What follows belongs to an exercise in optimizing a design on an open flow for small area, a short achievable clock period and few clock cycles per item; a production flow would make more cautious choices. RTL that was checked went through simulation tests only; none was proved equivalent to the original. The RTL of runs 3 to 8 was laid out without a check of its function. Power figures rest on the tool's default switching activity, not on a simulated workload.

## flow/design.v

```verilog
`timescale 1ns/10ps
package sme_pkg;
    localparam int STR_LEN = 32;
    localparam int PTN_LEN = 8;
    typedef logic [7:0] char_t;
    localparam char_t CHR_START = 8'h5E;    
    localparam char_t CHR_END   = 8'h24;    
    localparam char_t CHR_ANY   = 8'h2E;    
    localparam char_t CHR_SPACE = 8'h20;
    typedef logic [5:0] str_len_t;
    typedef logic [3:0] ptn_len_t;
    typedef logic [5:0] pos_t;
    typedef struct packed {
        char_t [STR_LEN-1:0] chars;
        str_len_t            len;
    } string_image_t;
    typedef struct packed {
        char_t [PTN_LEN-1:0] chars;
        ptn_len_t            len;
    } pattern_image_t;
    typedef struct packed {
        logic found;
        pos_t offset;
    } scan_result_t;
endpackage
`timescale 1ns/10ps
`timescale 1ns/10ps
`timescale 1ns/10ps
`timescale 1ns/10ps
`timescale 1ns/10ps
`timescale 1ns/10ps
module sme_top (
    input  logic           clk,
    input  logic           rst_n,
    input  sme_pkg::char_t chardata,
    input  logic           isstring,
    input  logic           ispattern,
    output logic           out_valid,
    output logic           match,
    output logic [4:0]     match_index
);
    localparam int NS = 34;
    logic           ip_q, is_q, dot_q, car_q, dol_q;
    sme_pkg::char_t key_q;
    wire in_car = (chardata == sme_pkg::CHR_START);
    wire in_dol = (chardata == sme_pkg::CHR_END);
    always_ff @(posedge clk or negedge rst_n) begin
        if (!rst_n) begin
            ip_q <= 1'b0;
            is_q <= 1'b0;
        end else begin
            ip_q <= ispattern;
            is_q <= isstring;
        end
    end
    always_ff @(posedge clk) begin
        key_q <= (in_car | in_dol) ? sme_pkg::CHR_SPACE : chardata;
        dot_q <= (chardata == sme_pkg::CHR_ANY);
        car_q <= in_car;
        dol_q <= in_dol;
    end
    logic       is_d;
    logic [4:0] len_q;                       
    sme_pkg::char_t chars_q [0:31];          
    always_ff @(posedge clk or negedge rst_n) begin
        if (!rst_n) is_d <= 1'b0;
        else        is_d <= is_q;
    end
    sme_pkg::char_t raw;
    assign raw = car_q ? sme_pkg::CHR_START : dol_q ? sme_pkg::CHR_END : key_q;
    always_ff @(posedge clk) begin
        if (is_q) begin
            for (int i = 0; i < 31; i++) chars_q[i] <= chars_q[i+1];
            chars_q[31] <= raw;
            len_q <= is_d ? len_q + 5'd1 : 5'd1;
        end
    end
    logic [31:0] valid;         
    logic [31:0] stb;           
    always_comb begin
        for (int i = 0; i < 32; i++) valid[i] = ({len_q == 5'd0, len_q} >= 6'(32 - i));
        for (int i = 0; i < 31; i++) stb[i] = ~valid[i] & valid[i+1];
        stb[31] = 1'b0;
    end
    logic          ip_d;
    logic [NS-1:0] m_q;                      
    logic [4:0]    c_q;                      
    wire first = ~ip_d;
    logic [NS-1:0] m_next;
    always_comb begin
        m_next[0] = valid[0] & first & car_q;
        for (int i = 0; i < 32; i++) begin
            m_next[i+1] = (valid[i] & (first | m_q[i]) & (dot_q | (chars_q[i] == key_q)))
                        | (stb[i] & first & car_q);
        end
        m_next[NS-1] = (first | m_q[NS-2]) & dol_q;
    end
    always_ff @(posedge clk or negedge rst_n) begin
        if (!rst_n) ip_d <= 1'b0;
        else        ip_d <= ip_q;
    end
    always_ff @(posedge clk) begin
        m_q <= m_next;
        c_q <= first ? (len_q - 5'd1 + {4'd0, car_q}) : (c_q - 5'd1);
    end
    logic       found;
    logic [4:0] idx;
    always_comb begin
        logic [2:0] any;
        logic [4:0] gidx [0:2];
        for (int g = 0; g < 3; g++) begin
            logic [3:0] loc;
            logic [4:0] lo;
            loc = '0;
            any[g] = 1'b0;
            for (int b = 15; b >= 0; b--) begin
                if (16*g + b < NS && m_q[16*g + b]) begin
                    loc    = 4'(b);
                    any[g] = 1'b1;
                end
            end
            lo = {1'b0, loc} + {1'b0, c_q[3:0]};
            gidx[g] = {c_q[4] ^ g[0] ^ lo[4], lo[3:0]};
        end
        found = |any;
        idx   = '0;
        for (int g = 2; g >= 0; g--) if (any[g]) idx = gidx[g];
    end
    wire done = ip_d & ~ip_q;
    always_ff @(posedge clk or negedge rst_n) begin
        if (!rst_n) begin
            out_valid   <= 1'b0;
            match       <= 1'b0;
            match_index <= '0;
        end else begin
            out_valid   <= done;
            match       <= done & found;
            match_index <= (done & found) ? idx : 5'd0;
        end
    end
endmodule
```

## flow/flow/run.sh

```bash
#!/bin/bash
# Standard layout with plain buffers on the ports in place of the delay
# cells buffer_ports picks by default.
set -uo pipefail
bash standard.sh "BUFFER_PORTS_ARGS=-buffer_cell sky130_fd_sc_hd__buf_2" \
    finish > standard.log 2>&1
```

## flow/standard.sh

```bash
#!/bin/bash
# synth_recipe.tcl (not shown) runs the flow's synth.tcl, then flattens the netlist and writes it again
# the make line also repeats each setting of config.mk as NAME=value (left out here)
make -C /OpenROAD-flow-scripts/flow DESIGN_CONFIG=/design/flow/config.mk WORK_HOME=/design/flow/orfs CLKGATE_MAP_FILE= SYNTH_SCRIPT=/design/flow/synth_recipe.tcl "${@:-finish}"
```

## flow/config.mk

```make
export PLATFORM = sky130hd
export DESIGN_NAME = sme_top
export DESIGN_NICKNAME = sme_top
export VERILOG_FILES = /design/flow/design.v
export SDC_FILE = /design/flow/constraint.sdc
export NUM_CORES = 4
export LEC_CHECK = 0
export CAP_MARGIN = 20
export CORE_MARGIN = 2
export CORE_UTILIZATION = 40
export CTS_BUF_LIST = sky130_fd_sc_hd__clkbuf_16
export CTS_CLUSTER_DIAMETER = 100
export CTS_CLUSTER_SIZE = 26
export PLACE_DENSITY = 0.75
export SETUP_SLACK_MARGIN = 5
export SLEW_MARGIN = 20
```

## flow/constraint.sdc

```tcl
create_clock -name core_clock -period 8.0 [get_ports {clk}]
set_input_delay 1.6000 -clock core_clock [delete_from_list [all_inputs] [get_ports {clk}]]
set_output_delay 1.6000 -clock core_clock [all_outputs]
set_load 0.01 [all_outputs]
```

==> results of run 1 <==
state kept, by name, indices dropped and copies added, names as in the netlist:
name         flops
c_q              5
car_q            1
chars_q        256
dol_q            1
dot_q            1
ip_d             1
ip_q             1
is_d             1
is_q             1
key_q            8
len_q            5
m_q             34
match            1
match_index      5
out_valid        1
how the worst min path moves through the flow:
stage,cells after the start,startpoint,slack (ps),end
3_3_place_gp,0,ip_q$_DFF_PN0_,440,ip_d$_DFF_PN0_
4_1_cts,0,ip_q$_DFF_PN0_,460,ip_d$_DFF_PN0_
3_5_place_dp,0,ip_q$_DFF_PN0_,440,ip_d$_DFF_PN0_
6_report,0,ip_q$_DFF_PN0_,460,ip_d$_DFF_PN0_
2_1_floorplan,0,ip_q$_DFF_PN0_,380,ip_d$_DFF_PN0_
5_1_grt,0,chars_q[15][5]$_DFFE_PP_,480,chars_q[14][5]$_DFFE_PP_
where the power goes:
| part | internal, mW | switching (mW) |
|---|---|---|
| Clock | 0.413 | 0.515 |
| Sequential | 1.91 | 0.0819 |
| Combinational | 0.120 | 0.167 |
what timing repair did:
item | 4_1_cts | 5_1_grt
buffers inserted | 0 | 1
hold buffers | 0 | 0
resized for setup | 0 | 0
setup endpoints to repair | 0 | 69
logic make-up (layout without fill, tap and decap cells):
| kind of cell | Yosys count | count (layout) | share of synthesized area, % |
|---|---|---|---|
| simple gates | 205 | 205 | 8.076 |
| compound gates | 161 | 161 | 6.961 |
| flops | 322 | 322 | 63.94 |
| buf+inv | 73 | 78 | 2.265 |
| xor+xnor | 273 | 273 | 16.77 |
| fa+ha+maj | 19 | 19 | 1.773 |
| mux | 3 | 3 | 0.2107 |
area by class of cell:
| type | count | area [um^2] |
|---|---|---|
| Tap cell | 461 | 576.8 |
| Fill cell | 3164 | 20020 |
| Multi-Input combinational cell | 661 | 4817 |
| Timing Repair Buffer | 32 | 207.7 |
| Sequential cell | 322 | 9128 |
| Clock inverter | 10 | 46.29 |
| Clock buffer | 18 | 450.4 |
| Inverter | 18 | 67.56 |
stage by stage:
stage	cell area, um^2	util [%]
6_report	15290	43.31
4_1_cts	15270	43.25
3_3_place_gp	14780	41.85
5_1_grt	15290	43.31
3_5_place_dp	14780	41.85
2_1_floorplan	14260	-
cell usage after synthesis (all sizes together), types with 2 or more instances:
master,number
ha,17
and2,10
o221ai,4
o211ai,2
inv,18
a21o,10
a21oi,49
o21a,2
mux2i,3
o32ai,7
o21bai,2
a31oi,6
edfxtp,261
nor4,55
xnor2,71
o22ai,21
nor3b,2
and3,4
xor2,202
nor2b,6
nand2,27
nor3,9
fa,2
nor2,37
clkbuf,25
nand3,13
or2,2
nand2b,9
nand4,19
o31ai,4
dfxtp,50
o41ai,2
buf,30
a211oi,4
or4,5
or3,3
dfrtp,11
o21ai,38
layout by cell type, fill, tap and decap left out, drive strengths merged, types with 2 or more instances in the layout:
master,instances
edfxtp,261
xor2,202
xnor2,71
nor4,55
dfxtp,50
a21oi,49
o21ai,38
nor2,37
buf,32
nand2,27
inv,27
o22ai,21
nand4,19
clkbuf,18
ha,17
nand3,13
dfrtp,11
a21o,10
and2,10
nor3,9
nand2b,9
o32ai,7
nor2b,6
a31oi,6
or4,5
o31ai,4
a211oi,4
and3,4
o221ai,4
mux2i,3
or3,3
o21bai,2
or2,2
o21a,2
o41ai,2
nor3b,2
fa,2
o211ai,2
per-layer routing:
layer  GRT usage (%)  part of all wire [%]  wire, um
met5               0                     0         0
met4           4.228                   2.4       677
met3           1.819                   3.6      1026
met2           27.53                    50     14150
met1           20.81                    44     12670
==> run summary, run 1 <==
Final Net Count=1082; area of the core=0.03531 mm^2; RSZ-0062 raised after global routing=false; largest net degree at the start of global routing=81; VDD IR max=159.2 uV; Post-Syn Instances=1056; FF-to-FF End=match_index[4]$_DFF_PN0_; antenna cell count=0; clk slew on worst S/H paths=100 ps; die height=192.8 um; CTS root buf=clkbuf_16; CP Capture Type=flip-flop; RR Startpoint=m_q[14]$_DFF_P_; Num CTS Buffers=16; Startpoint Class=flip-flop; Area growth syn-to-layout=7.294%; CP Launch Point=m_q[14]$_DFF_P_; Placer Congestion=0.9391; Post-route DRC=0; Post-synth EDFFs=261; Setup TNS Final=0 ps; worst clock skew=13.04 ps; highest cell delay on the worst timing path=520 ps; Synth Flop Type=edfxtp_1; number of cell rows=69; critical path depth=11; vias in the first global route=8466; post-route insts no fill=1522; Detailed Route Iter0 Violations=692; R2R setup slack=5250 ps; Mapped Nets=1087; Yosys top cell area share=54.99%; R2R depth=11; clock tree buffer depth=3; Avg WL per Cell=18.74 um; first drt pass iteration count=5; Setup WS pre-CTS=5081 ps; DIE AREA=0.03716 mm^2; via count=8169; Seq/Total Area, Yosys=63.94%; Tmin final=2748 ps; number of I/O port buffers=18; max cap viols=0; Cells after DPL=1493; ys async rst share=3.416%; fmax=363.9 MHz; Hold Path Class=reg2reg; part of the cycle the worst path needs=34.35%; PD cells=209.9 mW/mm^2; CP Max Fanout=3; starting density of the core=40.37%; final setup fails=0; final wirelength=28530 um; DP Wirelength=18770 um; Die X=192.8 um; Hold Vio Cnt, Final=0; synthesized flop and latch total=322; vias per cell=5.367; clock sink count=322; initial antenna violation count=0; Synth cell types=59; Setup WS post-layout=5252 ps; Worst EP arrival=3150 ps; H-Tree Depth=1; share of cells above drive strength 1=6.598%; Buf/Inv on CP=1; Total Routing Usage GR=15.78%; max_slew headroom=33.98%; mean area per synthesized cell=13.50 um^2; first-pass GRT wire length=46110 um; most frequent cell on the critical path=a21oi_1; outcome=timing/DRC/antenna clean; synth top area cells=edfxtp_1 (55%), xor2_1 (12%), dfxtp_1 (7.0%); CP Class=reg2reg; YS warnings=17; Hold WS=458.0 ps; CP max stage cell=a2111oi_0; CP top delay family=compound AO/OA/AOI/OAI gates; CTS tree=yes; Setup crit end=match_index[4]$_DFF_PN0_; IO Pins=19; cell breakdown of the critical path=inv_1 -> a21oi_1 -> o21bai_1 -> a2111oi_0 -> o22ai_1 -> ha_1 -> fa_1 -> a21o_1 -> a21oi_1 -> xnor2_1 -> o211a_1; Tightest Pin Transition=990.3 ps; Mapped Area=0.01425 mm^2; clk_lat worst skew=510 ps; post-route ant nets=0; total gr overflow=0; fin. max-slew vios=0; static leakage=5.363 nW; Worst EP required=8410 ps; Total Power=3.210 mW; Synth area leader=edfxtp_1
Testbench counts, summed over its fixed seeds: cycles 7,731, queries 512.
==> run 2, diff against run 1 <==
==> flow/flow/run.sh (replaced) <==
#!/bin/bash
# Standard layout with a tighter setup repair target and stronger port buffers.
set -uo pipefail
bash standard.sh SETUP_SLACK_MARGIN=5.45 \
    "BUFFER_PORTS_ARGS=-buffer_cell sky130_fd_sc_hd__buf_4" \
    finish > standard.log 2>&1
--- a/flow/config.mk
+++ b/flow/config.mk
@@ -10,6 +10,5 @@
 export CORE_UTILIZATION = 40
-export CTS_BUF_LIST = sky130_fd_sc_hd__clkbuf_16
-export CTS_CLUSTER_DIAMETER = 100
-export CTS_CLUSTER_SIZE = 26
-export PLACE_DENSITY = 0.75
+export CTS_BUF_LIST = sky130_fd_sc_hd__clkbuf_8
+export CTS_CLUSTER_DIAMETER = 80
+export CTS_CLUSTER_SIZE = 16
 export SETUP_SLACK_MARGIN = 5
==> run 2 against run 1 <==
Compared with the run above: clock skew rose by 9.2 ps; wire length rose by 1.9%; synthesized area did not move; die area did not move; fmax rose by 2.0%; sequential power barely moved; cell count rose by 1.1%; worst hold slack got worse by 13 ps; global-route usage rose by 0.10 points; non-clock buffer count did not move; critical path depth fell by 10; highest routed layer unchanged.
==> run summary, run 2 <==
Area after DPL=0.01484 mm^2; CTS root buf=clkbuf_8; most common cell after layout, fill and taps aside=edfxtp_1; share of cells above drive strength 1=7.699%; VDD IR max=125.9 uV; Mapped Nets=1087; Seq/Total Area, Yosys=63.94%; Top Registers=chars_q x256, m_q x34, key_q x8; die height=192.8 um; via count=8065; Area growth syn-to-layout=7.769%; Tmin final=2695 ps; CTS tree=yes; ys async rst share=3.416%; highest cell delay on the worst timing path=400 ps; max cap viols=0; Synth cell types=59; Psw=0.7792 mW; M2 GR Usage=26.14%; total gr overflow=0; Synth area leader=edfxtp_1; Switching Share=25.03%; PD cells=202.6 mW/mm^2; Avg WL per Cell=18.88 um; Logic pwr share=9.5%; RSZ-0062 raised after global routing=true; cell breakdown of the critical path=buf_6; vias in the first global route=8226; count leader, synth=edfxtp_1; worst clock skew=22.21 ps; GRT Max-Usage Layer=met2; starting density of the core=40.37%; Worst EP arrival=1090 ps; Num CTS Buffers=24; global-route met3 utilization=2.528%; CP Max Fanout=1; area of the core=0.03531 mm^2; number of I/O port buffers=18; most frequent cells in the layout=edfxtp_1 (261), xor2_1 (202), xnor2_1 (71); mean area per synthesized cell=13.50 um^2; Detailed Route Iter0 Violations=686; Sequential Power Share=64.0%; antenna cell count=0; clk_lat worst skew=580 ps; Hold Path Class=reg2reg; H-Tree Depth=1; Post-synth EDFFs=261; CP top delay family=flip-flops; hold path startpoint=ip_q$_DFF_PN0_; CP Capture Type=primary output; outcome=timing/DRC/antenna clean; fin. max-slew vios=0; fmax=371.1 MHz; FF-to-FF End=match_index[4]$_DFF_PN0_; largest net degree at the start of global routing=158; max_slew headroom=37.57%; final setup fails=0; YS warnings=17; Yosys top cell area share=54.99%; max FFs per register=256; synth top area cells=edfxtp_1 (55%), xor2_1 (12%), dfxtp_1 (7.0%); Post-route DRC=0; Worst EP required=6400 ps; R2R depth=11; clk slew on worst S/H paths=100 ps; vias per cell=5.240; final wirelength=29060 um; static leakage=5.399 nW; Internal=2.334 mW; Hold Buf Count CTS=0; met1 usage in global routing=21.82%; clock sink count=322; Total Routing Usage GR=15.88%; DIE AREA=0.03716 mm^2; CP max stage cell=dfrtp_1; post-route ant nets=0; Mapped Area=0.01425 mm^2; initial antenna violation count=0; RR Startpoint=m_q[14]$_DFF_P_; DP Wirelength=18620 um; Setup TNS Final=0 ps; Post-Syn Instances=1056; Synth Flop Type=edfxtp_1; Hold Vio Cnt, Final=0; commonest cells in the netlist=edfxtp_1 (261), xor2_1 (202), xnor2_1 (71); part of the cycle the worst path needs=33.69%; Largest Register=chars_q; R2R setup slack=5480 ps; Tightest Pin Transition=936.4 ps; WHS Endpoint=ip_d$_DFF_PN0_; WHS Path Cells=0; Startpoint Class=flip-flop; first drt pass iteration count=5; Die X=192.8 um; number of cell rows=69; Final Net Count=1091; CP Class=reg2out; Buf/Inv on CP=1; Clk pwr share=26.5%; synthesized flop and latch total=322; Placer Congestion=0.8436; IO Pins=19; clock tree buffer depth=3; first-pass GRT wire length=45740 um; Final Instance Area=0.01536 mm^2
[run 2: cell counts after synthesis]
Identical to the previous run, type by type.
[run 2: area by class of cell]
type	count	area [um^2]
clock buffers	25	344.1
repair inverters	1	5.005
well taps	461	576.8
clock inverters	19	85.08
multi-input cells	661	4847
repair buffers	32	302.8
inverters	18	71.32
flip-flops and latches	322	9129
fillers	3189	19950
[run 2: how the worst max path moves through the flow]
| stage | startpoint | cells after the start | slack (ps) | end |
|---|---|---|---|---|
| 2_1_floorplan | chardata[4] | 3 | 5400 | key_q[2]$_SDFF_PP0_ |
| 3_3_place_gp | chardata[4] | 4 | 5250 | key_q[2]$_SDFF_PP0_ |
| 3_5_place_dp | is_q$_DFF_PN0_ | 2 | 5210 | chars_q[21][0]$_DFFE_PP_ |
| 4_1_cts | match$_DFF_PN0_ | 1 | 5250 | match |
| 5_1_grt | match$_DFF_PN0_ | 1 | 5260 | match |
| 6_report | match$_DFF_PN0_ | 1 | 5310 | match |
[run 2: per-layer routing]
layer / share of wire [%] / vias up
met3: 4.3 / 48
li1: - / 3862
met2: 47 / 169
met5: 0 / -
met1: 46 / 3986
met4: 2.3 / 0
[run 2: repair_timing]
action | in CTS | in global routing
setup endpoints to repair | 167 | 110
buffers inserted | 1 | 0
cloned | 0 | 1
pin swaps | 1 | 0
resized for setup | 11 | 5
[run 2: power by group through the flow]
stage,Combinational (mW),Sequential [mW],Clock [mW]
after global routing,0.331,2.01,0.921
after global placement,0.288,2.03,0
final,0.296,1.99,0.826
after CTS,0.298,1.99,0.858
after detailed placement,0.291,2.03,0
after floorplan,0.222,2.02,0
[run 2: cell families after synthesis]
group	share of synthesized area, %
adders and majority gates	1.773
buffers and inverters	2.265
and+or+nand+nor	8.076
DFF	63.94
xor gates and xnor gates	16.77
muxes	0.2107
AOI/OAI and AO/OA	6.961
[run 2: through the flow]
stage                     hold slack [ps]  instances  setup slack [ps]  util, %  power [mW]
final                               445.3       1539              5305    43.50       3.113
after global routing                462.0       1539              5256    43.50       3.257
after CTS                           448.2       1538              5253    43.44       3.148
after detailed placement            419.9       1493              5212    42.04       2.322
after global placement              415.2       1493              5246    42.04       2.317
after floorplan                     375.5       1056              5397        -       2.239
==> run 3, diff against run 2 <==
==> flow/design.v (replaced) <==
`timescale 1ns/10ps
package sme_pkg;
    localparam int STR_LEN = 32;
    localparam int PTN_LEN = 8;
    typedef logic [7:0] char_t;
    localparam char_t CHR_START = 8'h5E;    
    localparam char_t CHR_END   = 8'h24;    
    localparam char_t CHR_ANY   = 8'h2E;    
    localparam char_t CHR_SPACE = 8'h20;
    typedef logic [5:0] str_len_t;
    typedef logic [3:0] ptn_len_t;
    typedef logic [5:0] pos_t;
    typedef struct packed {
        char_t [STR_LEN-1:0] chars;
        str_len_t            len;
    } string_image_t;
    typedef struct packed {
        char_t [PTN_LEN-1:0] chars;
        ptn_len_t            len;
    } pattern_image_t;
    typedef struct packed {
        logic found;
        pos_t offset;
    } scan_result_t;
endpackage
`timescale 1ns/10ps
`timescale 1ns/10ps
`timescale 1ns/10ps
`timescale 1ns/10ps
`timescale 1ns/10ps
`timescale 1ns/10ps
module sme_top (
    input  logic           clk,
    input  logic           rst_n,
    input  sme_pkg::char_t chardata,
    input  logic           isstring,
    input  logic           ispattern,
    output logic           out_valid,
    output logic           match,
    output logic [4:0]     match_index
);
    localparam int NS = 34;
    logic       isstring_d, ispattern_d;
    logic [4:0] len_q;                       
    sme_pkg::char_t chars_q [0:31];          
    logic [NS-1:0] m_q;                      
    logic [4:0] c_q;                         
    wire first = ~ispattern_d;
    logic [31:0] valid;         
    logic [31:0] stb;           
    logic [NS-1:0] live;        
    logic [31:0] g_any;         
    logic [31:0] g_anc;         
    logic [31:0] g_lit;         
    always_comb begin
        for (int i = 0; i < 32; i++) begin
            valid[i] = ({len_q == 5'd0, len_q} >= 6'(32 - i));
        end
        for (int i = 0; i < 31; i++) stb[i] = ~valid[i] & valid[i+1];
        stb[31] = 1'b0;
        live[0] = 1'b0;
        for (int s = 1; s < NS; s++) live[s] = first | m_q[s-1];
        for (int i = 0; i < 32; i++) begin
            g_any[i] = valid[i] & live[i+1];
            g_anc[i] = g_any[i] & (chars_q[i] == sme_pkg::CHR_SPACE);
            g_lit[i] = g_any[i] & (chars_q[i] != sme_pkg::CHR_START)
                                & (chars_q[i] != sme_pkg::CHR_END);
        end
    end
    wire is_dot = (chardata == sme_pkg::CHR_ANY);
    wire is_car = (chardata == sme_pkg::CHR_START);
    wire is_dol = (chardata == sme_pkg::CHR_END);
    wire is_anc = is_car | is_dol;
    logic [NS-1:0] m_next;
    always_comb begin
        m_next[0] = valid[0] & first & is_car;
        for (int i = 0; i < 32; i++) begin
            logic eq;
            eq = (chars_q[i] == chardata);
            m_next[i+1] = (g_any[i] & is_dot) | (g_anc[i] & is_anc) | (g_lit[i] & eq)
                        | (stb[i] & first & is_car);
        end
        m_next[NS-1] = live[NS-1] & is_dol;
    end
    always_ff @(posedge clk or negedge rst_n) begin
        if (!rst_n) begin
            isstring_d  <= 1'b0;
            ispattern_d <= 1'b0;
        end else begin
            isstring_d  <= isstring;
            ispattern_d <= ispattern;
        end
    end
    always_ff @(posedge clk) begin
        if (isstring) begin
            for (int i = 0; i < 31; i++) chars_q[i] <= chars_q[i+1];
            chars_q[31] <= chardata;
            len_q <= isstring_d ? len_q + 5'd1 : 5'd1;
        end
    end
    always_ff @(posedge clk) begin
        m_q <= m_next;
        c_q <= first ? (len_q - 5'd1 + {4'd0, is_car}) : (c_q - 5'd1);
    end
    logic       found;
    logic [4:0] enc;
    always_comb begin
        found = |m_q;
        enc   = '0;
        for (int s = NS-1; s >= 0; s--) if (m_q[s]) enc = 5'(s);
    end
    wire done = ispattern_d & ~ispattern;
    always_ff @(posedge clk or negedge rst_n) begin
        if (!rst_n) begin
            out_valid   <= 1'b0;
            match       <= 1'b0;
            match_index <= '0;
        end else begin
            out_valid   <= done;
            match       <= done & found;
            match_index <= (done & found) ? enc + c_q : 5'd0;
        end
    end
endmodule
--- a/flow/flow/run.sh
+++ b/flow/flow/run.sh
@@ -3,3 +3,3 @@
 set -uo pipefail
-bash standard.sh SETUP_SLACK_MARGIN=5.45 \
+bash standard.sh SETUP_SLACK_MARGIN=5.6 \
     "BUFFER_PORTS_ARGS=-buffer_cell sky130_fd_sc_hd__buf_4" \
--- a/flow/config.mk
+++ b/flow/config.mk
@@ -10,5 +10,2 @@
 export CORE_UTILIZATION = 40
-export CTS_BUF_LIST = sky130_fd_sc_hd__clkbuf_8
-export CTS_CLUSTER_DIAMETER = 80
-export CTS_CLUSTER_SIZE = 16
 export SETUP_SLACK_MARGIN = 5
==> run 3 against run 2 <==
Compared with the run above: worst hold slack improved by 39 ps; non-clock buffer count is 52 higher; fmax decreased by 11%; flip-flop and latch count fell by 13; still clean; critical path depth rose by 8; largest cell class unchanged; combinational power grew 35%.
==> run summary, run 3 <==
share of cells above drive strength 1=17.30%; Num CTS Buffers=35; Largest Register=chars_q; Startpoint Class=input pin; max cap viols=0; final setup fails=0; Final Instance Area=0.01855 mm^2; Yosys top cell area share=51.12%; final wirelength=43570 um; IO Pins=19; CP Class=in2reg; synthesized flop and latch total=309; synth top area cells=edfxtp_1 (51%), xnor2_1 (12%), dfxtp_1 (5.1%); Area after DPL=0.01602 mm^2; DP Wirelength=23750 um; highest cell delay on the worst timing path=550 ps; Tightest Pin Transition=1064 ps; critical path depth=9; post-route ant nets=0; clk slew on worst S/H paths=60 ps; ys async rst share=2.913%; RSZ-0062 raised after global routing=true; Total Routing Usage GR=21.86%; Cells after DPL=1754; most frequent cells in the layout=edfxtp_1 (261), xnor2_1 (201), nor2_1 (85); CP Max Fanout=7; count leader, synth=edfxtp_1; Detailed Route Iter0 Violations=1159; first drt pass iteration count=5; number of cell rows=71; fin. max-slew vios=0; number of I/O port buffers=18; Worst EP required=8460 ps; Final Net Count=1368; Seq/Total Area, Yosys=57.68%; Avg WL per Cell=23.16 um; starting density of the core=40.70%; antenna cell count=0; # fillers=3279; Synth Flop Type=edfxtp_1; Post-synth EDFFs=261; CP top delay family=compound AO/OA/AOI/OAI gates; max FFs per register=256; worst clock skew=24.18 ps; Placer Congestion=0.8572; Worst EP arrival=3470 ps; PD cells=209.9 mW/mm^2; total gr overflow=0; vias per cell=5.885; mean area per synthesized cell=12.04 um^2; via count=11070; Tmin final=3012 ps; vias in the first global route=10960; clock sink count=309; CTS tree=yes; part of the cycle the worst path needs=37.65%; Die X=199.8 um; WHS Path Cells=0; Synth area leader=edfxtp_1; outcome=timing/DRC/antenna clean; first-pass GRT wire length=65580 um; Hold Vio Cnt, Final=0; VDD IR max=184.1 uV; Hold Path Class=reg2reg; YS warnings=2; Mapped Nets=1298; fmax=332.0 MHz; clk_lat worst skew=540 ps; CTS root buf=clkbuf_16; H-Tree Depth=2; Area growth syn-to-layout=21.02%; DIE AREA=0.03991 mm^2; static leakage=6.160 nW; Buf/Inv on CP=2; max_slew headroom=28.96%; Post-route DRC=0; most common cell after layout, fill and taps aside=edfxtp_1; commonest cells in the netlist=edfxtp_1 (261), xnor2_1 (202), nor2_1 (91); Core Util, Final=49.26%; clock tree buffer depth=3; CP Capture Type=flip-flop; Top Registers=chars_q x256, m_q x34; R2R depth=14; Synth cell types=67; CP max stage cell=or4b_4; Hold Buf Count CTS=0; post-route insts no fill=1881; initial antenna violation count=0; largest net degree at the start of global routing=121; area of the core=0.03767 mm^2; Setup TNS Final=0 ps; cell breakdown of the critical path=buf_16 -> or4b_4 -> o22a_4 -> buf_4 -> a2111oi_4 -> o21ai_2 -> a22oi_2 -> nand2_1 -> a21oi_2; die height=199.8 um; Mapped Area=0.01533 mm^2; Post-Syn Instances=1273
[run 3: changes by cell type after synthesis, moves of 26 or more]
cell	before	now
nand2_1	27	53
nand4_1	19	50
nor2_1	37	91
xnor2_1	71	202
xor2_1	202	59
[run 3: final cells by class]
cell class,count,area [um^2],area share [%]
flip-flops and latches,309,8867,47.79
multi-input cells,889,6739,36.32
repair buffers,84,1122,6.049
clock buffers,48,945.9,5.098
well taps,511,639.4,3.446
clock inverters,16,138.9,0.7485
inverters,24,101.3,0.5462
[run 3: cells by family (layout without fill, tap and decap cells)]
| logic type | after synthesis | count (layout) | share of synthesized area [%] |
|---|---|---|---|
| buffers and inverters | 77 | 172 | 2.057 |
| XOR/XNOR | 261 | 261 | 14.91 |
| flip-flops | 309 | 309 | 57.68 |
| AND/OR/NAND/NOR | 393 | 395 | 14.36 |
| adder cells (fa/ha/maj) | 13 | 13 | 1.110 |
| multiplexers | 6 | 6 | 0.3918 |
| AO/OA/AOI/OAI | 214 | 214 | 9.491 |
[run 3: worst paths after layout]
| kind | start | slack [ps] | endpoint |
|---|---|---|---|
| setup / recovery | chardata[0] | 4990 | m_q[13]$_DFF_P_ |
| hold reg to reg | chars_q[29][2]$_DFFE_PP_ | 480 | chars_q[28][2]$_DFFE_PP_ |
| max in group asynchronous | rst_n | 6970 | match_index[2]$_DFF_PN0_ |
| hold / removal | chars_q[29][2]$_DFFE_PP_ | 480 | chars_q[28][2]$_DFFE_PP_ |
| setup reg to reg | m_q[23]$_DFF_P_ | 5200 | match_index[4]$_DFF_PN0_ |
| min in group asynchronous | rst_n | 880 | match_index[4]$_DFF_PN0_ |
[run 3: metal layers]
layer  vias to the layer above  routed length, um  GRT usage, %
met5                         -                  0             0
li1                       4962                  -             -
met4                         0               1548         7.791
met2                       501              20110         35.29
met1                      5487              18240         29.06
met3                       119               3672         4.856
[run 3: metrics by stage]
step           setup WS [ps]  total power, mW  hold WS, ps
2_1_floorplan           4704            2.189        438.0
3_3_place_gp            3484            2.302        466.7
3_5_place_dp            3425            2.308        464.3
4_1_cts                 5019            3.903        479.2
5_1_grt                 4951            4.018        491.8
6_report                4988            3.894        483.9
[run 3: report_power, final]
| part | internal [mW] | total [mW] | switching, mW |
|---|---|---|---|
| combinational | 0.181 | 0.401 | 0.221 |
| clock | 0.897 | 1.54 | 0.647 |
| sequential | 1.85 | 1.95 | 0.100 |
| total | 2.93 | 3.89 | 0.968 |
[run 3: timing repair]
item | CTS | global route
pin swaps | 58 | 44
cloned | 9 | 1
buffers inserted | 42 | 11
endpoints found under the setup margin | 194 | 50
resized for setup | 121 | 58
==> run 4, diff against run 3 <==
==> flow/run.sh (new file) <==
#!/bin/bash
# synth_recipe.tcl (not shown) runs the flow's synth.tcl, then flattens the netlist and writes it again
# the make line also repeats each setting of config.mk as NAME=value (left out here)
make -C /OpenROAD-flow-scripts/flow DESIGN_CONFIG=/design/flow/config.mk WORK_HOME=/design/flow/orfs CLKGATE_MAP_FILE= SYNTH_SCRIPT=/design/flow/synth_recipe.tcl finish
--- a/flow/config.mk
+++ b/flow/config.mk
@@ -7,2 +7,3 @@
 export LEC_CHECK = 0
+export ABC_AREA = 1
 export CAP_MARGIN = 20
removed: flow/flow/run.sh
removed: flow/standard.sh
==> run 4 against run 3 <==
Compared with the run above: critical endpoint is now match_index[4]$_DFF_PN0_; first-iteration DRC count decreased by 6.4%; sequential power about the same; combinational power fell by 3%; highest routed layer unchanged; largest power group unchanged; critical path depth rose by 32.
==> run summary, run 4 <==
outcome=timing/DRC/antenna clean; Buf/Inv on CP=2; antenna cell count=0; fmax=289.9 MHz; Internal=2.938 mW; Largest Register=chars_q; Seq/Total Area, Yosys=57.24%; RSZ-0062 raised after global routing=true; first drt pass iteration count=6; mux cell area share after synthesis=0.06479%; final setup fails=0; most common cell after layout, fill and taps aside=edfxtp_1; starting density of the core=40.82%; Placer Congestion=0.8580; Cells after DPL=1950; clk_lat worst skew=520 ps; Logic pwr share=10.0%; Final Net Count=1542; Post-Syn Instances=1458; clock sink count=309; largest family of logic cells by synthesized area=simple AND/OR/NAND/NOR gates; clock tree buffer depth=3; CP Class=reg2reg; ys async rst share=2.913%; part of the cycle the worst path needs=43.12%; VDD IR max=179.0 uV; max FFs per register=256; adder-cell share of the synthesized area=1.101%; Yosys top cell area share=50.73%; Detailed Route Iter0 Violations=1085; worst clock skew=16.33 ps; Total Routing Usage GR=21.02%; synthesized flop and latch total=309; Switching Share=24.72%; clk slew on worst S/H paths=60 ps; highest cell delay on the worst timing path=340 ps; vias per cell=5.653; fin. max-slew vios=0; Sequential Power Share=50.1%; Num CTS Buffers=34; CP top delay family=simple AND/OR/NAND/NOR gates; most frequent cells in the layout=edfxtp_1 (261), nand2_1 (183), inv_1 (132); Worst EP required=8400 ps; count leader, synth=edfxtp_1; IO Pins=19; Setup TNS Final=0 ps; Tightest Pin Transition=1077 ps; Die X=200.5 um; Synth cell types=54; Clk pwr share=40.0%; synth top area cells=edfxtp_1 (51%), xor2_1 (6.5%), dfxtp_1 (5.1%); CTS root buf=clkbuf_16; CTS tree=yes; area of the core=0.03784 mm^2; CP Max Fanout=2; share of cells above drive strength 1=12.01%; die height=200.5 um; DP Wirelength=25990 um; YS warnings=2; Post-synth EDFFs=261; Startpoint Class=flip-flop; max_slew headroom=28.22%; Post-route DRC=0; Psw=0.9649 mW; total gr overflow=0; Avg WL per Cell=21.10 um; PD cells=216.7 mW/mm^2; Setup WS pre-CTS=2975 ps; compound-cell area share of the yosys netlist=9.039%; via count=11600; CP max stage cell=fa_2; Area growth syn-to-layout=16.60%; mean area per synthesized cell=10.60 um^2; Mapped Nets=1483; max cap viols=0; Worst EP arrival=3850 ps; most frequent cell on the critical path=nand2_1; number of cell rows=71; post-route insts no fill=2051; Hold Path Class=reg2reg; initial antenna violation count=1; commonest cells in the netlist=edfxtp_1 (261), nand2_1 (186), inv_1 (143); Synth area leader=edfxtp_1; Mapped Area=0.01545 mm^2; final wirelength=43280 um; static leakage=6.614 nW; Synth Flop Type=edfxtp_1; number of I/O port buffers=18; Post-Synth Simple-Gate Area=16.62%; Setup WS post-layout=4551 ps; post-route ant nets=0; Hold Vio Cnt, Final=0; largest net degree at the start of global routing=135; first-pass GRT wire length=65920 um; Synth Area in XOR/XNOR=11.00%; CP Capture Type=flip-flop; Top Registers=chars_q x256, m_q x34; DIE AREA=0.04021 mm^2; Tmin final=3449 ps; Core Util, Final=47.60%; vias in the first global route=11350; H-Tree Depth=2
## run 4: worst register-to-register path: cells and delay by family (launching register included)
kind                       cells  cell delay [ps]
and+or+nand+nor               31             1630
buffers and inverters          2               80
xor gates and xnor gates       1              200
DFF                            1              320
adders and majority gates      2              540
AOI/OAI and AO/OA              5              560
## run 4: timing repair
action                     CTS  global route
gates resized for setup     50            45
hold buffers                 0             0
setup endpoints to repair   45            34
cloned                       6             1
buffers inserted            32             3
pin swaps                    6            13
## run 4: worst paths after layout
check | slack [ps] | to | depth (start not counted) | startpoint
max in group asynchronous | 6280 | match$_DFF_PN0_ | 1 | rst_n
setup reg to reg | 4550 | match_index[4]$_DFF_PN0_ | 41 | m_q[32]$_DFF_P_
hold / removal | 470 | chars_q[9][5]$_DFFE_PP_ | 0 | chars_q[10][5]$_DFFE_PP_
hold reg to reg | 470 | chars_q[9][5]$_DFFE_PP_ | 0 | chars_q[10][5]$_DFFE_PP_
min in group asynchronous | 1400 | match_index[1]$_DFF_PN0_ | 1 | rst_n
setup / recovery | 4550 | match_index[4]$_DFF_PN0_ | 41 | m_q[32]$_DFF_P_
## run 4: cell families after synthesis
kind of cell | after synthesis
compound gates | 217
fa+ha+maj | 13
xor+xnor | 194
simple gates | 532
buf+inv | 192
flops | 309
mux | 1
## run 4: through the flow
stage	hold WS (ps)	area (um^2)	total power, mW
final	469.2	18010	3.903
after global routing	488.2	18010	4.027
after CTS	461.3	17790	3.901
after detailed placement	457.7	16120	2.320
after global placement	459.5	16120	2.314
after floorplan	426.4	15470	2.180
## run 4: metal layers
metal / part of all wire (%) / wire, um / global-route usage, % / vias up
met4: 4.2 / 1811 / 8.545 / 0
met5: 0 / 0 / 0 / -
met2: 46 / 19750 / 33.74 / 476
met3: 7.9 / 3399 / 3.425 / 127
met1: 42 / 18320 / 28.47 / 5644
li1: - / - / - / 5348
## run 4: layout make-up
type	instances	area [um^2]
flip-flops and latches	309	8845
multi-input cells	958	6061
repair inverters	1	7.507
inverters	145	584.3
well taps	511	639.4
fillers	3463	19830
repair buffers	68	784.5
clock buffers	45	955.9
clock inverters	14	136.4
## run 4: power by group through the flow
stage | registers [mW] | clock network [mW] | logic (mW)
2_1_floorplan | 1.95 | 0 | 0.232
3_3_place_gp | 1.98 | 0 | 0.330
3_5_place_dp | 1.99 | 0 | 0.335
4_1_cts | 1.95 | 1.58 | 0.369
5_1_grt | 1.97 | 1.63 | 0.426
6_report | 1.95 | 1.56 | 0.389
==> run 5, diff against run 4 <==
--- a/flow/config.mk
+++ b/flow/config.mk
@@ -7,3 +7,3 @@
 export LEC_CHECK = 0
-export ABC_AREA = 1
+export ABC_CLOCK_PERIOD_IN_PS = 2500
 export CAP_MARGIN = 20
==> run 5 against run 4 <==
Compared with the run above: total power down 1.6%; largest power group unchanged; critical path depth down 31; worst setup slack better by 320 ps; clock power down 4%; flip-flop and latch count unchanged; largest cell class unchanged; still clean; non-clock buffer count up 25; register-to-register slack better by 450 ps; clock skew down 4.0 ps; highest routed layer unchanged.
==> run summary, run 5 <==
outcome=timing/DRC/antenna clean; met3 WL=3166 um; Hold Path Class=reg2reg; Total Routing Usage GR=20.68%; share of cells above drive strength 1=15.13%; Detailed Route Iter0 Violations=1031; vias per cell=5.786; via count=10910; worst clock skew=12.36 ps; mean area per synthesized cell=12.04 um^2; largest net degree at the start of global routing=159; DIE AREA=0.03991 mm^2; CTS root buf=clkbuf_16; Synth cell types=67; RSZ-0062 raised after global routing=true; clock tree buffer depth=3; Top Registers=chars_q x256, m_q x34; Area after DPL=0.01606 mm^2; VDD IR max=168.5 uV; Cells after DPL=1761; Synth Flop Type=edfxtp_1; Clk pwr share=39.2%; fmax=319.8 MHz; vias in the first global route=10650; CP Max Fanout=4; final setup fails=0; clk_lat worst skew=520 ps; final wirelength=41560 um; static leakage=6.171 nW; max cap viols=0; Tmin final=3126 ps; Seq/Total Area, Yosys=57.68%; Setup TNS Final=0 ps; part of the cycle the worst path needs=39.08%; number of I/O port buffers=18; Num CTS Buffers=35; Psw=0.9461 mW; count leader, synth=edfxtp_1; footprint of the multi-input gates=0.006629 mm^2; die height=199.8 um; max_slew headroom=32.74%; post-route insts no fill=1886; max FFs per register=256; Startpoint Class=input pin; Die X=199.8 um; Yosys top cell area share=51.12%; Largest Register=chars_q; Area growth syn-to-layout=19.71%; Worst EP required=8420 ps; Hold Vio Cnt, Final=0; # fillers=3303; Switching Share=24.64%; Mapped Nets=1298; wire length on met1=17640 um; area of the core=0.03767 mm^2; IO Pins=19; most common cell after layout, fill and taps aside=edfxtp_1; initial antenna violation count=0; PD cells=209.2 mW/mm^2; first-pass GRT wire length=62380 um; Sequential Power Share=50.7%; register area=0.008845 mm^2; starting density of the core=40.70%; CP Capture Type=flip-flop; max layer used=met4; Logic pwr share=10.1%; Mapped Area=0.01533 mm^2; first drt pass iteration count=5; Hold WS=470.9 ps; Avg WL per Cell=22.04 um; Synth area leader=edfxtp_1; antenna cell count=0; Post-synth EDFFs=261; fin. max-slew vios=0; number of cell rows=71; Placer Congestion=0.8587; CP Class=in2reg; Final Net Count=1377; YS warnings=2; CTS tree=yes; clk slew on worst S/H paths=60 ps; Tightest Pin Transition=1008 ps; total gr overflow=0; DP Wirelength=23810 um; commonest cells in the netlist=edfxtp_1 (261), xnor2_1 (202), nor2_1 (91); most frequent cells in the layout=edfxtp_1 (261), xnor2_1 (202), nor2_1 (88); clock sink count=309; synth top area cells=edfxtp_1 (51%), xnor2_1 (12%), dfxtp_1 (5.1%); H-Tree Depth=2; Final Instance Area=0.01835 mm^2; Post-route DRC=0; met2 routed wirelength=19050 um; Post-Syn Instances=1273; post-route ant nets=0; Internal=2.894 mW; synthesized flop and latch total=309; ys async rst share=2.913%; Worst EP arrival=3540 ps
[run 5: what timing repair did]
item,CTS,global route
cloned,7,2
hold buffers,0,0
endpoints found under the setup margin,40,38
pin swaps,19,30
gates resized for setup,68,55
setup buffers,35,21
[run 5: per-stage QoR]
step	utilization [%]	worst slack [ps]	total power [mW]
detailed placement	42.64	3424	2.309
finish	48.72	4874	3.840
global placement	42.64	3539	2.303
floorplan	-	4704	2.188
global route	48.72	4814	3.975
CTS	47.43	4869	3.846
[run 5: layout make-up]
cell class / instances / share of cell area [%]
inverters: 24 / 0.5113
clock buffers: 43 / 5.168
multi-input cells: 889 / 36.12
clock inverters: 17 / 0.5931
repair buffers: 93 / 5.931
well taps: 511 / 3.484
flip-flops and latches: 309 / 48.19
[run 5: logic make-up after synthesis]
group | count (synthesis) | synth area share [%]
and+or+nand+nor | 393 | 14.36
AOI/OAI and AO/OA | 214 | 9.491
adders and majority gates | 13 | 1.110
DFF | 309 | 57.68
xor gates and xnor gates | 261 | 14.91
buffers and inverters | 77 | 2.057
muxes | 6 | 0.3918
[run 5: power groups by stage]
stage / Sequential [mW] / Clock, mW / Combinational [mW]
floorplan: 1.95 / 0 / 0.240
global placement: 1.98 / 0 / 0.323
detailed placement: 1.98 / 0 / 0.328
CTS: 1.95 / 1.53 / 0.365
global route: 1.96 / 1.59 / 0.418
finish: 1.95 / 1.50 / 0.387
[run 5: per-layer routing]
| metal | track usage [%] | vias up |
|---|---|---|
| met5 | 0 | - |
| met4 | 8.532 | 0 |
| met3 | 3.898 | 105 |
| met2 | 32.66 | 439 |
| met1 | 28.09 | 5388 |
| li1 | - | 4980 |
[run 5: worst max-delay path, cell delays in order]
cell      delay [ps]
buf_8            100
buf_12           120
or4b_4           540
o22a_4           230
nor2_4           180
buf_6            180
a31oi_1           80
a21oi_1          180
nor2_1            90
a221oi_1         240
[run 5: worst paths after layout]
| path | start | to | slack (ps) | depth (start not counted) |
|---|---|---|---|---|
| worst max-delay path | chardata[0] | m_q[32]$_DFF_P_ | 4870 | 10 |
| worst min-delay path | chars_q[13][2]$_DFFE_PP_ | chars_q[12][2]$_DFFE_PP_ | 470 | 0 |
| worst max register to register | m_q[30]$_DFF_P_ | match_index[4]$_DFF_PN0_ | 5000 | 14 |
| worst min register to register | chars_q[13][2]$_DFFE_PP_ | chars_q[12][2]$_DFFE_PP_ | 470 | 0 |
| max in group asynchronous | rst_n | match_index[3]$_DFF_PN0_ | 6320 | 1 |
| min in group asynchronous | rst_n | match_index[4]$_DFF_PN0_ | 1380 | 1 |
==> run 6, diff against run 5 <==
--- a/flow/design.v
+++ b/flow/design.v
@@ -49,7 +49,5 @@
     logic [31:0] valid;         
+    logic [31:0] sp;            
     logic [31:0] stb;           
     logic [NS-1:0] live;        
-    logic [31:0] g_any;         
-    logic [31:0] g_anc;         
-    logic [31:0] g_lit;         
     always_comb begin
@@ -57,2 +55,3 @@
             valid[i] = ({len_q == 5'd0, len_q} >= 6'(32 - i));
+            sp[i]    = (chars_q[i] == sme_pkg::CHR_SPACE);
         end
@@ -62,8 +61,2 @@
         for (int s = 1; s < NS; s++) live[s] = first | m_q[s-1];
-        for (int i = 0; i < 32; i++) begin
-            g_any[i] = valid[i] & live[i+1];
-            g_anc[i] = g_any[i] & (chars_q[i] == sme_pkg::CHR_SPACE);
-            g_lit[i] = g_any[i] & (chars_q[i] != sme_pkg::CHR_START)
-                                & (chars_q[i] != sme_pkg::CHR_END);
-        end
     end
@@ -79,3 +72,3 @@
             eq = (chars_q[i] == chardata);
-            m_next[i+1] = (g_any[i] & is_dot) | (g_anc[i] & is_anc) | (g_lit[i] & eq)
+            m_next[i+1] = (valid[i] & live[i+1] & (is_dot | (is_anc ? sp[i] : eq)))
                         | (stb[i] & first & is_car);
==> run 6 against run 5 <==
Compared with the run above: synthesized cell count is 2.3% lower; fmax is 3.2% lower; global-route usage increased by 2.0 points; still clean on timing, DRC and antenna.
==> run summary, run 6 <==
most common cell after layout, fill and taps aside=edfxtp_1; final setup fails=0; PD cells=216.9 mW/mm^2; area of the core=0.03661 mm^2; Synth cell types=68; H-Tree Depth=2; Tmin final=3231 ps; WHS Endpoint=chars_q[9][7]$_DFFE_PP_; Worst EP required=8430 ps; Startpoint Class=input pin; mean area per synthesized cell=11.95 um^2; Final Net Count=1362; first-pass GRT wire length=65760 um; largest net degree at the start of global routing=171; Hold Vio Cnt, Final=0; vias per cell=5.972; number of I/O port buffers=18; post-route ant nets=0; clock sink count=309; outcome=timing/DRC/antenna clean; most frequent cells in the layout=edfxtp_1 (261), xor2_1 (99), xnor2_1 (95); vias in the first global route=10560; clk slew on worst S/H paths=60 ps; WHS Path Cells=0; CTS tree=yes; hold path startpoint=chars_q[10][7]$_DFFE_PP_; Die X=196.7 um; die height=196.7 um; initial antenna violation count=1; antenna cell count=0; Final Instance Area=0.01836 mm^2; synthesized flop and latch total=309; CP Max Fanout=8; Hold Path Class=reg2reg; DIE AREA=0.03871 mm^2; max_slew headroom=34.22%; most frequent cell on the critical path=buf_12; Detailed Route Iter0 Violations=1222; Post-Syn Instances=1244; CP Capture Type=flip-flop; Area after DPL=0.01551 mm^2; CTS root buf=clkbuf_16; synth top area cells=edfxtp_1 (53%), xor2_1 (6.0%), xnor2_1 (5.8%); ys async rst share=2.913%; first drt pass iteration count=6; Mapped Area=0.01486 mm^2; Avg WL per Cell=24.51 um; max cap viols=0; part of the cycle the worst path needs=40.39%; FF-to-FF End=m_q[4]$_DFF_P_; fin. max-slew vios=0; Post-synth EDFFs=261; Num CTS Buffers=35; Largest Register=chars_q; clock tree buffer depth=3; number of cell rows=70; RR Startpoint=len_q[1]$_SDFFCE_PN0P_; Top Registers=chars_q x256, m_q x34; total gr overflow=0; Area growth syn-to-layout=23.52%; R2R setup slack=4970 ps; Hold Buf Count CTS=0; final wirelength=44840 um; RSZ-0062 raised after global routing=true; count leader, synth=edfxtp_1; max FFs per register=256; DP Wirelength=25040 um; Worst EP arrival=3670 ps; highest cell delay on the worst timing path=300 ps; commonest cells in the netlist=edfxtp_1 (261), xor2_1 (102), xnor2_1 (99); Post-route DRC=0; worst clock skew=20.92 ps; share of cells above drive strength 1=18.37%; Yosys top cell area share=52.74%; R2R depth=9; Synth area leader=edfxtp_1; Placer Congestion=0.9336; VDD IR max=184.0 uV; fmax=309.5 MHz; YS warnings=2; IO Pins=19; # fillers=3117; CP Class=in2reg; Synth Flop Type=edfxtp_1; clk_lat worst skew=520 ps; Total Routing Usage GR=22.64%; via count=10920; Setup TNS Final=0 ps; Mapped Nets=1268; starting density of the core=40.59%; CP max stage cell=nor3_4; Tightest Pin Transition=986.7 ps; Seq/Total Area, Yosys=59.51%; cell breakdown of the critical path=buf_8 -> buf_12 -> nand4b_1 -> buf_4 -> nor2_4 -> buf_12 -> clkinvlp_4 -> buf_6 -> clkbuf_16 -> nor3_4 -> a21o_1 -> nand2_2 -> o221ai_2; static leakage=6.364 nW
-- run 6: changes by cell type after synthesis, sizes merged, moves of 17 or more --
cell,delta
nand2b,-20
o21ai,+24
nor2,-17
o32ai,+35
nand4,-26
xor2,+43
nor3,+28
xnor2,-103
a311oi,-17
nor4,-23
-- run 6: cell families after synthesis --
| logic type | Yosys count | share of synthesized area, % |
|---|---|---|
| multiplexers | 4 | 0.2694 |
| buffers and inverters | 104 | 3.039 |
| XOR/XNOR | 201 | 11.85 |
| flip-flops | 309 | 59.51 |
| adder cells (fa/ha/maj) | 12 | 1.061 |
| AO/OA/AOI/OAI | 268 | 12.38 |
| AND/OR/NAND/NOR | 346 | 11.90 |
-- run 6: worst max-delay path: cells and delay by family --
kind	cells	cell delay, ps
AOI/OAI and AO/OA	2	230
buffers and inverters	7	1070
and+or+nand+nor	4	750
-- run 6: routing by layer --
layer / routed length (um) / global-route usage (%)
met4: 1692 / 8.020
met1: 18650 / 30.89
met3: 4247 / 5.749
met5: 0 / 0
met2: 20250 / 35.11
-- run 6: layout make-up --
| class | count | area [um^2] | share of cell area (%) |
|---|---|---|---|
| clock buffers | 45 | 933.4 | 5.085 |
| clock inverters | 15 | 158.9 | 0.8656 |
| inverters | 32 | 123.9 | 0.6748 |
| multi-input cells | 831 | 6012 | 32.75 |
| flip-flops and latches | 309 | 8848 | 48.20 |
| well taps | 468 | 585.6 | 3.190 |
| repair buffers | 129 | 1694 | 9.229 |
-- run 6: how the worst max path moves through the flow --
| stage | from | to |
|---|---|---|
| after floorplan | chardata[4] | m_q[30]$_DFF_P_ |
| after global placement | chardata[5] | m_q[31]$_DFF_P_ |
| after detailed placement | chardata[6] | m_q[21]$_DFF_P_ |
| after CTS | chardata[6] | m_q[8]$_DFF_P_ |
| after global routing | chardata[0] | m_q[28]$_DFF_P_ |
| final | chardata[0] | m_q[28]$_DFF_P_ |
-- run 6: power by group --
group          internal, mW  switching [mW]
clock                 0.921           0.649
sequential             1.85          0.0847
combinational         0.210           0.266
total                  2.98            1.00
-- run 6: metrics by stage --
stage	hold WS (ps)	setup slack [ps]	total power [mW]	utilization [%]	cells
after global routing	480.8	4725	4.109	50.14	1829
after CTS	471.5	4847	3.967	48.51	1793
after floorplan	444.3	4604	2.198	-	1244
after detailed placement	456.6	2999	2.342	42.37	1680
final	469.4	4769	3.982	50.14	1829
after global placement	451.5	3100	2.337	42.37	1680
-- run 6: repair_timing --
item | 4_1_cts | 5_1_grt
resized for setup | 110 | 61
pin swaps | 30 | 38
gates cloned | 12 | 4
endpoints found under the hold margin | 0 | 0
setup endpoints to repair | 39 | 55
setup buffers | 41 | 32
==> run 7, diff against run 6 <==
--- a/flow/design.v
+++ b/flow/design.v
@@ -47,2 +47,19 @@
     logic [4:0] c_q;                         
+    logic           ip_q, is_q, dot_q, car_q, dol_q;
+    sme_pkg::char_t cd_q;
+    always_ff @(posedge clk or negedge rst_n) begin
+        if (!rst_n) begin
+            ip_q <= 1'b0;
+            is_q <= 1'b0;
+        end else begin
+            ip_q <= ispattern;
+            is_q <= isstring;
+        end
+    end
+    always_ff @(posedge clk) begin
+        cd_q  <= chardata;
+        dot_q <= (chardata == sme_pkg::CHR_ANY);
+        car_q <= (chardata == sme_pkg::CHR_START);
+        dol_q <= (chardata == sme_pkg::CHR_END);
+    end
     wire first = ~ispattern_d;
@@ -62,5 +79,5 @@
     end
-    wire is_dot = (chardata == sme_pkg::CHR_ANY);
-    wire is_car = (chardata == sme_pkg::CHR_START);
-    wire is_dol = (chardata == sme_pkg::CHR_END);
+    wire is_dot = dot_q;
+    wire is_car = car_q;
+    wire is_dol = dol_q;
     wire is_anc = is_car | is_dol;
@@ -71,3 +88,3 @@
             logic eq;
-            eq = (chars_q[i] == chardata);
+            eq = (chars_q[i] == cd_q);
             m_next[i+1] = (valid[i] & live[i+1] & (is_dot | (is_anc ? sp[i] : eq)))
@@ -82,4 +99,4 @@
         end else begin
-            isstring_d  <= isstring;
-            ispattern_d <= ispattern;
+            isstring_d  <= is_q;
+            ispattern_d <= ip_q;
         end
@@ -87,5 +104,5 @@
     always_ff @(posedge clk) begin
-        if (isstring) begin
+        if (is_q) begin
             for (int i = 0; i < 31; i++) chars_q[i] <= chars_q[i+1];
-            chars_q[31] <= chardata;
+            chars_q[31] <= cd_q;
             len_q <= isstring_d ? len_q + 5'd1 : 5'd1;
@@ -104,3 +121,3 @@
     end
-    wire done = ispattern_d & ~ispattern;
+    wire done = ispattern_d & ~ip_q;
     always_ff @(posedge clk or negedge rst_n) begin
==> flow/flow/run.sh (new file) <==
#!/bin/bash
# Standard layout with a tighter setup repair target and stronger port buffers.
set -uo pipefail
bash standard.sh SETUP_SLACK_MARGIN=5.6 \
    "BUFFER_PORTS_ARGS=-buffer_cell sky130_fd_sc_hd__buf_4" \
    finish > standard.log 2>&1
==> flow/standard.sh (new file) <==
#!/bin/bash
# synth_recipe.tcl (not shown) runs the flow's synth.tcl, then flattens the netlist and writes it again
# the make line also repeats each setting of config.mk as NAME=value (left out here)
make -C /OpenROAD-flow-scripts/flow DESIGN_CONFIG=/design/flow/config.mk WORK_HOME=/design/flow/orfs CLKGATE_MAP_FILE= SYNTH_SCRIPT=/design/flow/synth_recipe.tcl "${@:-finish}"
--- a/flow/config.mk
+++ b/flow/config.mk
@@ -7,3 +7,2 @@
 export LEC_CHECK = 0
-export ABC_CLOCK_PERIOD_IN_PS = 2500
 export CAP_MARGIN = 20
removed: flow/run.sh
==> run 7 against run 6 <==
Compared with the run above: fmax is 13% higher; combinational power is 9.2% lower; via count is 13% higher; critical endpoint is now match_index[4]$_DFF_PN0_.
==> run summary, run 7 <==
outcome=timing/DRC/antenna clean; fin. max-slew vios=0; clock tree buffer depth=3; Num CTS Buffers=37; Detailed Route Iter0 Violations=1538; H-Tree Depth=2; hold path startpoint=ip_q$_DFF_PN0_; Hold Path Class=reg2reg; Die X=204.9 um; first-pass GRT wire length=73710 um; CTS root buf=clkbuf_16; share of cells above drive strength 1=14.41%; initial antenna violation count=0; most frequent cells in the layout=edfxtp_1 (261), o32ai_1 (125), xnor2_1 (118); RR Startpoint=m_q[32]$_DFF_P_; Area growth syn-to-layout=15.02%; footprint of the multi-input gates=0.006578 mm^2; ys async rst share=3.416%; Sequential Power Share=49.1%; Final Instance Area=0.01857 mm^2; register area=0.009166 mm^2; via count=12330; die height=204.9 um; largest net degree at the start of global routing=188; post-route ant nets=0; final setup fails=0; final wirelength=49740 um; IO Pins=19; RSZ-0062 raised after global routing=true; max_slew headroom=21.93%; CP Capture Type=flip-flop; synth top area cells=edfxtp_1 (49%), o32ai_1 (6.8%), xnor2_1 (6.4%); Setup TNS Final=0 ps; DIE AREA=0.04198 mm^2; Hold Vio Cnt, Final=0; vias per cell=6.421; highest cell delay on the worst timing path=340 ps; CP Max Fanout=2; antenna cell count=0; Tmin final=2856 ps; Worst EP arrival=3240 ps; cell breakdown of the critical path=nand2b_4 -> a21oi_2 -> o21ai_2 -> a221oi_2 -> o21ai_2 -> a221oi_2 -> ha_2 -> inv_2 -> fa_2 -> inv_2 -> a21o_1 -> a21oi_2 -> xor2_1 -> mux2i_1 -> nor3_1; Post-synth EDFFs=261; worst clock skew=15.12 ps; mean area per synthesized cell=12.01 um^2; area of the core=0.03982 mm^2; clock sink count=322; post-route insts no fill=1920; Top Registers=chars_q x256, m_q x34, cd_q x8; number of cell rows=73; number of I/O port buffers=18; Hold Buf Count CTS=0; clk slew on worst S/H paths=60 ps; Final Net Count=1390; static leakage=5.967 nW; part of the cycle the worst path needs=35.69%; Psw=1.060 mW; Worst EP required=8390 ps; Mapped Area=0.01614 mm^2; Yosys top cell area share=48.55%; count leader, synth=edfxtp_1; Tightest Pin Transition=1171 ps; starting density of the core=40.53%; Placer Congestion=0.8682; CP max stage cell=fa_2; most common cell after layout, fill and taps aside=edfxtp_1; YS warnings=2; first drt pass iteration count=7; vias in the first global route=11350; Switching Share=25.42%; total gr overflow=0; clk_lat worst skew=530 ps; Synth Flop Type=edfxtp_1; Total Routing Usage GR=23.31%; Cells after DPL=1817; CP Launch Point=m_q[32]$_DFF_P_; Avg WL per Cell=25.91 um; PD cells=224.5 mW/mm^2; fmax=350.2 MHz; Synth cell types=74; CP Class=reg2reg; Clk pwr share=40.6%; Mapped Nets=1368; CTS tree=yes; Synth area leader=edfxtp_1; Buf/Inv on CP=2; commonest cells in the netlist=edfxtp_1 (261), o32ai_1 (126), xnor2_1 (118); Post-Syn Instances=1344; Logic pwr share=10.4%; Startpoint Class=flip-flop; Seq/Total Area, Yosys=56.46%; VDD IR max=141.0 uV; max FFs per register=256; # fillers=3582; Post-route DRC=0; CP top delay family=compound AO/OA/AOI/OAI gates; max cap viols=0; Area after DPL=0.01664 mm^2; Internal=3.109 mW; Largest Register=chars_q; DP Wirelength=30920 um; synthesized flop and latch total=322
[run 7: cell count changes after synthesis, moves of 31 or more]
cell	change
o32ai_1	+87
xor2_1	-82
a31oi_1	+70
nand2_1	-37
nor3_1	-31
[run 7: per-layer routing]
metal / GRT usage (%) / vias up / share of wire [%] / wire length, um
met5: 0 / - / 0 / 0
met2: 34.34 / 643 / 44 / 21990
met4: 9.327 / 0 / 3.9 / 1917
met3: 3.738 / 113 / 8.7 / 4338
met1: 34.18 / 6103 / 43 / 21500
li1: - / 5470 / - / -
[run 7: what timing repair did]
action / 4_1_cts / 5_1_grt
gates resized for setup: 75 / 24
setup buffers: 18 / 14
gates cloned: 2 / 1
pin swaps: 13 / 8
setup endpoints to repair: 226 / 34
[run 7: worst paths after layout]
kind	cells after the start	to	slack, ps
worst max-delay path	15	match_index[4]$_DFF_PN0_	5140
worst min-delay path	0	ispattern_d$_DFF_PN0_	400
worst max register to register	15	match_index[4]$_DFF_PN0_	5140
worst min register to register	0	ispattern_d$_DFF_PN0_	400
max in group asynchronous	1	ispattern_d$_DFF_PN0_	6950
min in group asynchronous	1	match$_DFF_PN0_	890
[run 7: cells by family after synthesis]
kind of cell,after synthesis,share of synthesized area [%]
mux,3,0.1860
flops,322,56.46
buf+inv,143,4.271
compound gates,409,18.81
xor+xnor,138,7.488
fa+ha+maj,12,0.9767
simple gates,317,11.81
[run 7: cell type report]
class / instances / share of cell area, %
clock buffer: 55 / 6.025
clock inverter: 13 / 0.5122
inverter: 55 / 1.206
multi-input combinational: 881 / 35.43
sequential: 322 / 49.37
tap: 525 / 3.538
timing repair buffer: 69 / 3.922
[run 7: worst register-to-register path, delay by kind of cell, from the launching register on]
family / cells / cell delay (ps)
xor gates and xnor gates: 1 / 190
AOI/OAI and AO/OA: 7 / 1060
buffers and inverters: 2 / 90
muxes: 1 / 260
adders and majority gates: 2 / 570
and+or+nand+nor: 2 / 210
DFF: 1 / 330
[run 7: per-stage QoR]
| stage | utilization [%] | hold WS, ps | power [mW] | setup slack [ps] |
|---|---|---|---|---|
| final | 46.62 | 404.3 | 4.169 | 5144 |
| after global routing | 46.62 | 430.7 | 4.309 | 4958 |
| after CTS | 45.99 | 411.0 | 4.169 | 5118 |
| after detailed placement | 41.79 | 396.7 | 2.466 | 4601 |
| after global placement | 41.79 | 379.9 | 2.458 | 4631 |
| after floorplan | - | 375.6 | 2.329 | 5402 |
[run 7: power by group through the flow]
| stage | clock network [mW] | logic (mW) | registers, mW |
|---|---|---|---|
| 6_report | 1.69 | 0.432 | 2.04 |
| 5_1_grt | 1.78 | 0.467 | 2.06 |
| 4_1_cts | 1.71 | 0.413 | 2.04 |
| 3_5_place_dp | 0 | 0.384 | 2.08 |
| 3_3_place_gp | 0 | 0.378 | 2.08 |
| 2_1_floorplan | 0 | 0.289 | 2.04 |
==> run 8, diff against run 7 <==
==> flow/run.sh (new file) <==
#!/bin/bash
# synth_recipe.tcl (not shown) runs the flow's synth.tcl, then flattens the netlist and writes it again
# the make line also repeats each setting of config.mk as NAME=value (left out here)
make -C /OpenROAD-flow-scripts/flow DESIGN_CONFIG=/design/flow/config.mk WORK_HOME=/design/flow/orfs CLKGATE_MAP_FILE= SYNTH_SCRIPT=/design/flow/synth_recipe.tcl finish
--- a/flow/config.mk
+++ b/flow/config.mk
@@ -7,2 +7,3 @@
 export LEC_CHECK = 0
+export ABC_CLOCK_PERIOD_IN_PS = 2500
 export CAP_MARGIN = 20
removed: flow/flow/run.sh
removed: flow/standard.sh
==> run 8 against run 7 <==
Compared with the run above: still clean on timing, DRC and antenna; wire length is 1.1% higher; via count is 1.3% lower; sequential power hardly changed; global-route usage is 0.65 points higher; worst setup slack worse by 160 ps; worst hold slack better by 24 ps; non-clock buffer count is 26 lower; clock skew is 13 ps higher.
==> run summary, run 8 <==
cell breakdown of the critical path=nand2b_4 -> a21oi_2 -> o21ai_1 -> a221oi_2 -> o21ai_2 -> a221oi_2 -> ha_2 -> inv_2 -> fa_2 -> inv_2 -> a21o_1 -> a21oi_2 -> xor2_1 -> mux2i_2 -> nor3_2; initial antenna violation count=3; Post-Syn Instances=1344; Startpoint Class=flip-flop; synth top area cells=edfxtp_1 (49%), o32ai_1 (6.8%), xnor2_1 (6.4%); Worst EP required=8400 ps; PD cells=235.7 mW/mm^2; post-route ant nets=0; Avg WL per Cell=26.57 um; CTS tree=yes; Mapped Nets=1368; most frequent cells in the layout=edfxtp_1 (261), o32ai_1 (124), xnor2_1 (118); Yosys top cell area share=48.55%; Hold Vio Cnt, Final=0; area of the core=0.03982 mm^2; Seq/Total Area, Yosys=56.46%; Clk pwr share=42.5%; number of cell rows=73; Area after DPL=0.01668 mm^2; Switching Share=25.40%; largest net degree at the start of global routing=79; Buf/Inv on CP=2; max_slew headroom=31.22%; CP Class=reg2reg; die height=204.9 um; IO Pins=19; Sequential Power Share=47.5%; Final Net Count=1363; Synth cell types=74; # fillers=3618; fmax=331.7 MHz; fin. max-slew vios=0; highest cell delay on the worst timing path=370 ps; CP Capture Type=flip-flop; Post-synth EDFFs=261; mean area per synthesized cell=12.01 um^2; Psw=1.088 mW; Placer Congestion=0.8945; clk slew on worst S/H paths=50 ps; Internal=3.194 mW; H-Tree Depth=2; final setup fails=0; Tmin final=3015 ps; Top Registers=chars_q x256, m_q x34, cd_q x8; M2 GR Usage=37.68%; Synth area leader=edfxtp_1; Synth Flop Type=edfxtp_1; count leader, synth=edfxtp_1; clock tree buffer depth=3; static leakage=5.816 nW; Logic pwr share=10.0%; most common cell after layout, fill and taps aside=edfxtp_1; share of cells above drive strength 1=10.09%; DIE AREA=0.04198 mm^2; Post-route DRC=0; via count=12170; synthesized flop and latch total=322; Hold Path Class=reg2reg; Cells after DPL=1819; Setup WS pre-CTS=4661 ps; CP Max Fanout=2; starting density of the core=40.53%; Total Routing Usage GR=23.96%; post-route insts no fill=1893; met1 usage in global routing=32.89%; CP top delay family=compound AO/OA/AOI/OAI gates; max cap viols=0; Hold Buf Count CTS=0; global-route met3 utilization=4.104%; Num CTS Buffers=38; Area growth syn-to-layout=12.56%; clk_lat worst skew=570 ps; Tightest Pin Transition=1032 ps; first-pass GRT wire length=74640 um; number of I/O port buffers=18; Die X=204.9 um; Setup TNS Final=0 ps; ys async rst share=3.416%; RSZ-0062 raised after global routing=true; DP Wirelength=32080 um; first drt pass iteration count=5; Setup WS post-layout=4985 ps; max FFs per register=256; Final Instance Area=0.01817 mm^2; Core Util, Final=45.62%; worst clock skew=28.42 ps; part of the cycle the worst path needs=37.68%; CTS root buf=clkbuf_16; vias in the first global route=11370; antenna cell count=0; vias per cell=6.431; Worst EP arrival=3420 ps; Mapped Area=0.01614 mm^2; final wirelength=50290 um; Largest Register=chars_q; total gr overflow=0; YS warnings=2; VDD IR max=262.3 uV; commonest cells in the netlist=edfxtp_1 (261), o32ai_1 (126), xnor2_1 (118); CP max stage cell=fa_2; GRT Max-Usage Layer=met2; clock sink count=322; outcome=timing/DRC/antenna clean; Detailed Route Iter0 Violations=1279
## run 8: power groups by stage
stage / Combinational, mW / Clock, mW / Sequential, mW
after floorplan: 0.287 / 0 / 2.04
after global placement: 0.406 / 0 / 2.06
after detailed placement: 0.410 / 0 / 2.07
after CTS: 0.415 / 1.84 / 2.03
after global routing: 0.461 / 1.90 / 2.05
final: 0.428 / 1.82 / 2.03
## run 8: final cells by class
class | count | area, um^2 | area share [%]
clock buffer | 54 | 1082 | 5.957
tap | 525 | 656.9 | 3.615
clock inverter | 15 | 202.7 | 1.116
sequential | 322 | 9140 | 50.31
inverter | 55 | 210.2 | 1.157
timing repair buffer | 43 | 404.1 | 2.224
multi-input combinational | 879 | 6472 | 35.62
## run 8: kinds of logic (layout without fill, tap and decap cells)
kind of cell	Yosys count	in the layout	share of synthesized area, %
AOI/OAI and AO/OA	409	409	18.81
xor gates and xnor gates	138	138	7.488
adders and majority gates	12	12	0.9767
buffers and inverters	143	167	4.271
DFF	322	322	56.46
muxes	3	3	0.1860
and+or+nand+nor	317	317	11.81
## run 8: repair_timing
item,in CTS,in global routing
endpoints found under the setup margin,29,20
pin swaps,7,12
setup buffers,1,3
hold endpoints to repair,0,0
gates cloned,1,0
resized for setup,24,22
## run 8: worst paths after layout
| kind | slack, ps | endpoint | startpoint | depth (start not counted) |
|---|---|---|---|---|
| min reg2reg | 430 | ispattern_d$_DFF_PN0_ | ip_q$_DFF_PN0_ | 0 |
| max reg2reg | 4990 | match_index[4]$_DFF_PN0_ | m_q[32]$_DFF_P_ | 15 |
| min in group asynchronous | 1410 | isstring_d$_DFF_PN0_ | rst_n | 1 |
| max | 4990 | match_index[4]$_DFF_PN0_ | m_q[32]$_DFF_P_ | 15 |
| max in group asynchronous | 6170 | is_q$_DFF_PN0_ | rst_n | 1 |
| min | 430 | ispattern_d$_DFF_PN0_ | ip_q$_DFF_PN0_ | 0 |
## run 8: metal layers
layer | up-vias | wire [um]
met2 | 585 | 23140
met1 | 6053 | 21320
met3 | 122 | 3836
met5 | - | 12
li1 | 5411 | -
met4 | 2 | 1983
## run 8: per-stage QoR
step / power (mW) / hold WS, ps
6_report: 4.282 / 428.2
5_1_grt: 4.404 / 453.7
3_5_place_dp: 2.476 / 397.4
2_1_floorplan: 2.327 / 375.9
4_1_cts: 4.284 / 410.2
3_3_place_gp: 2.469 / 381.8
